Context: an optimization exercise on an open-source flow, tuned for small area, a short achievable clock period and few clock cycles per item. The choices shown serve that exercise and are no tape-out recipe. The RTL was checked by simulation tests, not by an equivalence proof against the original design.

===== flow/design.v =====
package alu_pkg;
    localparam int DATA_W = 16;
    localparam int FRAC_W = 10;
    typedef logic signed [DATA_W-1:0]   fx_t;
    typedef logic signed [2*DATA_W-1:0] prod_t;   
    typedef logic [4:0]                 cnt_t;    
    typedef enum logic [3:0] {
        OP_FXADD = 4'd0,
        OP_FXSUB = 4'd1,
        OP_FXMUL = 4'd2,
        OP_FXMAC = 4'd3,
        OP_CLZ   = 4'd5,
        OP_LRCW  = 4'd6,
        OP_LFSR  = 4'd7
    } op_e;
    typedef struct packed {
        op_e op;
        fx_t a;
        fx_t b;
    } alu_req_t;
    typedef enum logic [1:0] {
        ST_IDLE = 2'd0,
        ST_CALC = 2'd1,
        ST_ACK  = 2'd2
    } ctrl_state_e;
    localparam fx_t FX_MAX = 16'sh7FFF;
    localparam fx_t FX_MIN = 16'sh8000;
endpackage
`timescale 1ns/10ps
module fx_arith (
    input  alu_pkg::alu_req_t i_cmd,
    input  alu_pkg::fx_t      i_acc,
    output alu_pkg::fx_t      o_res
);
    localparam logic signed [31:0] PROD_MAX = (32'sh00007FFF <<< alu_pkg::FRAC_W) + 32'sd1023;
    localparam logic signed [31:0] PROD_MIN = 32'shFFFF8000 <<< alu_pkg::FRAC_W;
    logic signed [alu_pkg::DATA_W:0] sum;
    logic signed [alu_pkg::DATA_W:0] diff;
    logic signed [31:0]              prod;
    logic signed [31:0]              mac;
    logic signed [31:0]              acc_ext;
    function automatic [15:0] sat17(input logic signed [16:0] v);
        if (v > 17'sh07FFF) begin
            sat17 = 16'h7FFF;
        end else if (v < 17'sh18000) begin
            sat17 = 16'h8000;
        end else begin
            sat17 = v[15:0];
        end
    endfunction
    function automatic [15:0] round_sat(input logic signed [31:0] p);
        logic signed [16:0] r;
        r = {p[25], p[25:10]} + {16'd0, p[9]};
        if (p > PROD_MAX) begin
            round_sat = 16'h7FFF;
        end else if (p < PROD_MIN) begin
            round_sat = 16'h8000;
        end else begin
            round_sat = sat17(r);   
        end
    endfunction
    assign sum  = {i_cmd.a[15], i_cmd.a} + {i_cmd.b[15], i_cmd.b};
    assign diff = {i_cmd.a[15], i_cmd.a} - {i_cmd.b[15], i_cmd.b};
    assign prod    = $signed(i_cmd.a) * $signed(i_cmd.b);
    assign acc_ext = {{6{i_acc[15]}}, i_acc, 10'd0};
    assign mac     = prod + acc_ext;
    always_comb begin
        case (i_cmd.op)
            alu_pkg::OP_FXADD: o_res = sat17(sum);
            alu_pkg::OP_FXSUB: o_res = sat17(diff);
            alu_pkg::OP_FXMUL: o_res = round_sat(prod);
            alu_pkg::OP_FXMAC: o_res = round_sat(mac);
            default:           o_res = '0;   
        endcase
    end
endmodule
`timescale 1ns/10ps
module bit_ops #(
    parameter int LFSR_MAX_STEPS = 8
) (
    input  alu_pkg::alu_req_t i_cmd,
    output alu_pkg::fx_t      o_res
);
    function automatic [4:0] clz16(input logic [15:0] v);
        logic [4:0] n;
        logic       hit;
        n   = '0;
        hit = 1'b0;
        for (int i = 15; i >= 0; i--) begin
            if (v[i]) begin
                hit = 1'b1;
            end else if (!hit) begin
                n = n + 1'b1;
            end
        end
        clz16 = n;
    endfunction
    function automatic [4:0] popcount(input logic [15:0] v);
        logic [4:0] n;
        n = '0;
        for (int i = 0; i < 16; i++) begin
            n = n + {4'd0, v[i]};
        end
        popcount = n;
    endfunction
    function automatic [15:0] lrcw(input logic [15:0] a, input logic [15:0] b);
        logic [15:0] nb;
        logic [4:0]  n;
        n    = popcount(a);
        nb   = ~b;
        lrcw = (b << n) | (nb >> (5'd16 - n));
    endfunction
    function automatic [15:0] lfsr_adv(input logic [15:0] seed, input logic [15:0] steps);
        logic [15:0] r;
        r = seed;
        for (int i = 0; i < LFSR_MAX_STEPS; i++) begin
            if (i < steps) begin
                r = {r[14:0], r[15] ^ r[13] ^ r[12] ^ r[10]};   
            end
        end
        if (steps > LFSR_MAX_STEPS) begin
            r = '0;
        end
        lfsr_adv = r;
    endfunction
    always_comb begin
        case (i_cmd.op)
            alu_pkg::OP_CLZ:  o_res = {11'd0, clz16(i_cmd.a)};
            alu_pkg::OP_LRCW: o_res = lrcw(i_cmd.a, i_cmd.b);
            alu_pkg::OP_LFSR: o_res = lfsr_adv(i_cmd.a, i_cmd.b);   
            default:          o_res = '0;
        endcase
    end
endmodule
`timescale 1ns/10ps
module alu_ctrl (
    input  logic     i_clk,
    input  logic     i_rst_n,
    input  logic     i_req,
    input  alu_pkg::alu_req_t i_cmd,
    input  alu_pkg::fx_t      i_arith_res,
    input  alu_pkg::fx_t      i_bits_res,
    output alu_pkg::alu_req_t o_cmd_q,
    output alu_pkg::fx_t      o_acc_q,
    output logic     o_ack,
    output alu_pkg::fx_t      o_result
);
    alu_pkg::ctrl_state_e state_q;
    alu_pkg::ctrl_state_e state_d;
    alu_pkg::alu_req_t    cmd_q;
    alu_pkg::fx_t         result_q;   
    alu_pkg::fx_t         sel_res;
    logic        accept;
    assign accept = (state_q == alu_pkg::ST_IDLE) && i_req;
    always_comb begin
        state_d = state_q;
        case (state_q)
            alu_pkg::ST_IDLE: begin
                if (i_req) begin
                    state_d = alu_pkg::ST_CALC;
                end
            end
            alu_pkg::ST_CALC: begin
                state_d = alu_pkg::ST_ACK;   
            end
            alu_pkg::ST_ACK: begin
                if (!i_req) begin
                    state_d = alu_pkg::ST_IDLE;
                end
            end
            default: begin
                state_d = alu_pkg::ST_IDLE;
            end
        endcase
    end
    always_ff @(posedge i_clk or negedge i_rst_n) begin
        if (!i_rst_n) begin
            state_q <= alu_pkg::ST_IDLE;
        end else begin
            state_q <= state_d;
        end
    end
    always_ff @(posedge i_clk) begin
        if (accept) begin
            cmd_q <= i_cmd;
        end
    end
    always_comb begin
        case (cmd_q.op)
            alu_pkg::OP_FXADD, alu_pkg::OP_FXSUB, alu_pkg::OP_FXMUL, alu_pkg::OP_FXMAC: begin
                sel_res = i_arith_res;
            end
            alu_pkg::OP_CLZ, alu_pkg::OP_LRCW, alu_pkg::OP_LFSR: begin
                sel_res = i_bits_res;
            end
            default: begin
                sel_res = '0;   
            end
        endcase
    end
    always_ff @(posedge i_clk or negedge i_rst_n) begin
        if (!i_rst_n) begin
            result_q <= '0;
        end else if (state_q == alu_pkg::ST_CALC) begin
            result_q <= sel_res;
        end
    end
    assign o_cmd_q  = cmd_q;
    assign o_acc_q  = result_q;
    assign o_result = result_q;   
    assign o_ack    = (state_q == alu_pkg::ST_ACK);
endmodule
`timescale 1ns/10ps
module alu_top #(
    parameter int LFSR_MAX_STEPS = 8
) (
    input  logic     i_clk,
    input  logic     i_rst_n,
    input  logic     i_req,
    input  alu_pkg::alu_req_t i_cmd,
    output logic     o_ack,
    output alu_pkg::fx_t      o_result
);
    alu_pkg::alu_req_t cmd_q;
    alu_pkg::fx_t      acc_q;
    alu_pkg::fx_t      arith_res;
    alu_pkg::fx_t      bits_res;
    alu_ctrl u_ctrl (
        .i_clk       (i_clk),
        .i_rst_n     (i_rst_n),
        .i_req       (i_req),
        .i_cmd       (i_cmd),
        .i_arith_res (arith_res),
        .i_bits_res  (bits_res),
        .o_cmd_q     (cmd_q),
        .o_acc_q     (acc_q),
        .o_ack       (o_ack),
        .o_result    (o_result)
    );
    fx_arith u_fx_arith (
        .i_cmd (cmd_q),
        .i_acc (acc_q),
        .o_res (arith_res)
    );
    bit_ops #(
        .LFSR_MAX_STEPS (LFSR_MAX_STEPS)
    ) u_bit_ops (
        .i_cmd (cmd_q),
        .o_res (bits_res)
    );
endmodule

===== flow/constraint.sdc =====
create_clock -name core_clock -period 9.5 [get_ports {i_clk}]
set_input_delay 1.9000 -clock core_clock [delete_from_list [all_inputs] [get_ports {i_clk}]]
set_output_delay 1.9000 -clock core_clock [all_outputs]
set_load 0.01 [all_outputs]

===== flow/config.mk =====
export PLATFORM = sky130hd
export DESIGN_NAME = alu_top
export DESIGN_NICKNAME = alu_top
export VERILOG_FILES = /design/flow/design.v
export SDC_FILE = /design/flow/constraint.sdc
export NUM_CORES = 4
export LEC_CHECK = 0
export CAP_MARGIN = 20
export CORE_MARGIN = 2
export CORE_UTILIZATION = 40
export SLEW_MARGIN = 20

===== flow/run.sh =====
#!/bin/bash
# synth_recipe.tcl (not shown) runs the flow's synth.tcl, then flattens the netlist and writes it again
# the make line also repeats each setting of config.mk as NAME=value (left out here)
make -C /OpenROAD-flow-scripts/flow DESIGN_CONFIG=/design/flow/config.mk WORK_HOME=/design/flow/orfs CLKGATE_MAP_FILE= SYNTH_SCRIPT=/design/flow/synth_recipe.tcl finish

==> notes.md <==
[final cells by class]
| class | instances | area [um^2] | share of cell area, % |
|---|---|---|---|
| clock inverters | 3 | 23.8 | 0.0993 |
| well taps | 688 | 861 | 3.60 |
| repair buffers | 263 | 2190 | 9.14 |
| multi-input cells | 2087 | 17800 | 74.3 |
| clock buffers | 5 | 125 | 0.523 |
| inverters | 375 | 1420 | 5.92 |
| flip-flops and latches | 54 | 1530 | 6.40 |
[how the worst min path moves through the flow]
stage,from,endpoint,slack (ps),depth (start not counted)
CTS,u_ctrl.state_q[1],u_ctrl.state_q[0],530,1
detailed placement,u_ctrl.state_q[1],u_ctrl.state_q[0],510,1
finish,u_ctrl.state_q[1],u_ctrl.state_q[0],530,1
global placement,u_ctrl.state_q[1],u_ctrl.state_q[0],500,1
global route,u_ctrl.state_q[1],u_ctrl.state_q[0],560,1
floorplan,u_ctrl.state_q[1],u_ctrl.state_q[0],460,1
[synthesized netlist by cell type (9+ instances only)]
cell type | n | area, um^2
inv_1 | 364 | 1370
fa_1 | 275 | 5510
nand2_1 | 271 | 1020
nor2_1 | 229 | 860
ha_1 | 159 | 1990
a21oi_1 | 150 | 751
o21ai_0 | 136 | 681
clkbuf_1 | 118 | 443
xnor2_1 | 72 | 631
and2_1 | 59 | 369
xor2_1 | 45 | 394
nor3_1 | 42 | 210
nand3_1 | 41 | 205
mux2i_1 | 37 | 370
edfxtp_1 | 36 | 1080
nand2b_1 | 35 | 219
a31oi_1 | 32 | 200
nor2b_1 | 28 | 175
o211ai_1 | 27 | 203
a21o_1 | 25 | 188
and3_1 | 24 | 150
o21a_1 | 22 | 165
o22ai_1 | 22 | 138
or3_1 | 20 | 125
dfrtp_1 | 18 | 450
o21ai_1 | 18 | 90.1
a211oi_1 | 15 | 113
nand4_1 | 15 | 93.8
o31ai_1 | 13 | 97.6
nor4_1 | 12 | 75.1
o21bai_1 | 12 | 90.1
or2_2 | 12 | 75.1
a221oi_1 | 11 | 96.3
a22oi_1 | 10 | 75.1
buf_1 | 10 | 37.5
buf_2 | 10 | 50.1
nor3b_1 | 9 | 67.6
o31a_1 | 9 | 78.8
[worst reg2reg max path, delay by kind of cell, from the launching register on]
kind                     cells  cell delay [ps]
XOR/XNOR                     1              140
AND/OR/NAND/NOR              8             1590
AO/OA/AOI/OAI                9             2110
adder cells (fa/ha/maj)      8             3550
flip-flops                   1              630
buffers and inverters        7              980
[flip-flops by register name (all words and copies together) (netlist names)]
register         cells
u_ctrl.state_q       2
u_ctrl.cmd_q        36
u_ctrl.result_q     16
[metal layers]
layer	GRT usage, %	share of wire (%)
met5	0	0
met4	11.1	4.1
met3	4.84	7.6
met2	49.8	46
met1	41.1	43
[kinds of logic (layout without fill, tap and decap cells)]
logic type,after synthesis,after routing,synth area share [%]
buffers and inverters,515,646,9.29
adders and majority gates,435,435,35.5
muxes,53,53,3.03
xor gates and xnor gates,121,121,5.26
AOI/OAI and AO/OA,627,627,20.0
and+or+nand+nor,851,851,19.6
DFF,54,54,7.25
[timing repair]
action                     CTS  global route
setup endpoints to repair   10            16
gates resized for setup      1            38
pin swaps                    0             5
buffers inserted             5            24
==> results.yml <==
final_layout:
  antennaDiodeCount: 0
  final_area_um2: 23900
  area_growth_pct: 13.4
  drive_gt1_share_pct: 11.9
  final_cell_mix: "inv_1, fa_1, nand2_1, nor2_1, buf_4"
  finalNetCount: 3259
  fill_cells: 5192
  final_common_cell: "inv_1"
  final_cells: 3475
  fin_util_pct: 45.7
placement:
  place_ws_ps: -149
  io_buffer_count: 55
  gp_congestion: 0.994
  dpl.hpwl_um: 67600
  placed_cells: 3438
  dpl_cell_area_um2: 23400
timing:
  finalCriticalPeriod_ps: 9100
  skew_ps: 10.7
  min_period_over_period_pct: 95.7
  maxSlewHeadroom_pct: 28.3
  tightest_slew_ps: 1070
  final-max-slew-violation-count: 0
  finalHoldViolations: 0
  finalSetupViolations: 0
  holdWs_ps: 527
  fmaxAchievable_mhz: 110
  finalSetupTns_ps: 0
  fin_ws_ps: 404
floorplan:
  initial_utilization_pct: 40.3
  pin_count: 56
  die_h_um: 234
  dieArea_um2: 54600
  die_w_um: 234
  core-area_um2: 52300
  core.rowCount: 84
detailed_routing:
  final_antenna_net_count: 0
  drt-initial-drc-count: 2013
  drc: 0
  dr.pass1.iters: 6
  wl_per_cell_um: 23.8
  vias: 20400
  wirelength_um: 82800
  vias_per_cell: 5.87
synthesis:
  syn-cell-area_um2: 21100
  yosysSeqAreaShare_pct: 7.25
  synth_ff_type: "edfxtp_1"
  async_reset_ff_share_pct: 33.3
  synth_warnings: 3
  synthCells: 2656
  syn_avg_cell_area_um2: 7.95
  synthDistinctLibCells: 108
  syn-num-nets: 3129
  synth_edf_count: 36
  ys_ff_latch: 54
global_route:
  grt_max_degree: 50
  grt_antenna_before_repair: 2
  grt_pass1_wl_um: 125000
  grt_use_total_pct: 30.6
  grt_pass1_vias: 20400
  globalRouteOverflowTotal: 0
setup_path:
  crit_type: "reg2reg"
  cp.arrival_ps: 9350
  cpMaxStageDelayCell: "edfxtp_1"
  rrSetupSlack_ps: 400
  end_kind: "flop"
  r2r-start: "u_ctrl.cmd_q[1]"
  cp-endpoint: "u_ctrl.result_q[1]"
  r2r_cells: 33
  crit_fanout: 16
  path_depth: 33
  crit_top_cell: "fa_1"
  cp-startpoint: "u_ctrl.cmd_q[1]"
  path_buf_inv: 7
  required_ps: 9750
  slowest_delay_ps: 630
  worstReg2RegEnd: "u_ctrl.result_q[1]"
  cp-start-kind: "flop"
  critPathTopFamily: "adder cells"
clock_network:
  root_buffer: "clkbuf_16"
  clkTransAtPathRegs_ps: 90
  cts_hold_buf: 0
  tritoncts: "built"
  cts_buffers: 5
  htree_levels: 2
  clk_path_buf_depth: 2
  clkSinkCount: 54
  clk_latency_ps: 350
job:
  max_cap_violations: 0
min_path:
  timing.hold.worst.class: "reg2reg"
outcome:
  status: "timing/DRC/antenna clean"
Testbench counts, summed over its fixed seeds: cycles 14,400, ops 4,800.

## static timing again, ports no longer ideal
The flow's constraints put no driver on any port. The routed layout listed below was extracted and timed again, unchanged, in two steps.
Step 1 assumes that a clkbuf_16 drives the clock port and a buf_2 every other input.
Step 2 moves the port delays by t, midway between the first and last clock arrival at a register: inputs arrive t later, outputs are due t later. That takes back most of the time a late clock gives input paths.
a / b / c = ideal / step 1 / step 2; a / b = the first two.
t (ns): 0.393
slack for setup (ns): 0.404 / 0.404 / 0.404
latest minus earliest clock arrival (ns): 0.011 / 0.010
worst data-port slew with drivers (ns): 0.07
cell pins on the clock port's net: 1
After both steps setup and hold are still met in this run. The setup slack of this run moves by 0.000 ns with the drivers and by 0.000 ns with both steps.
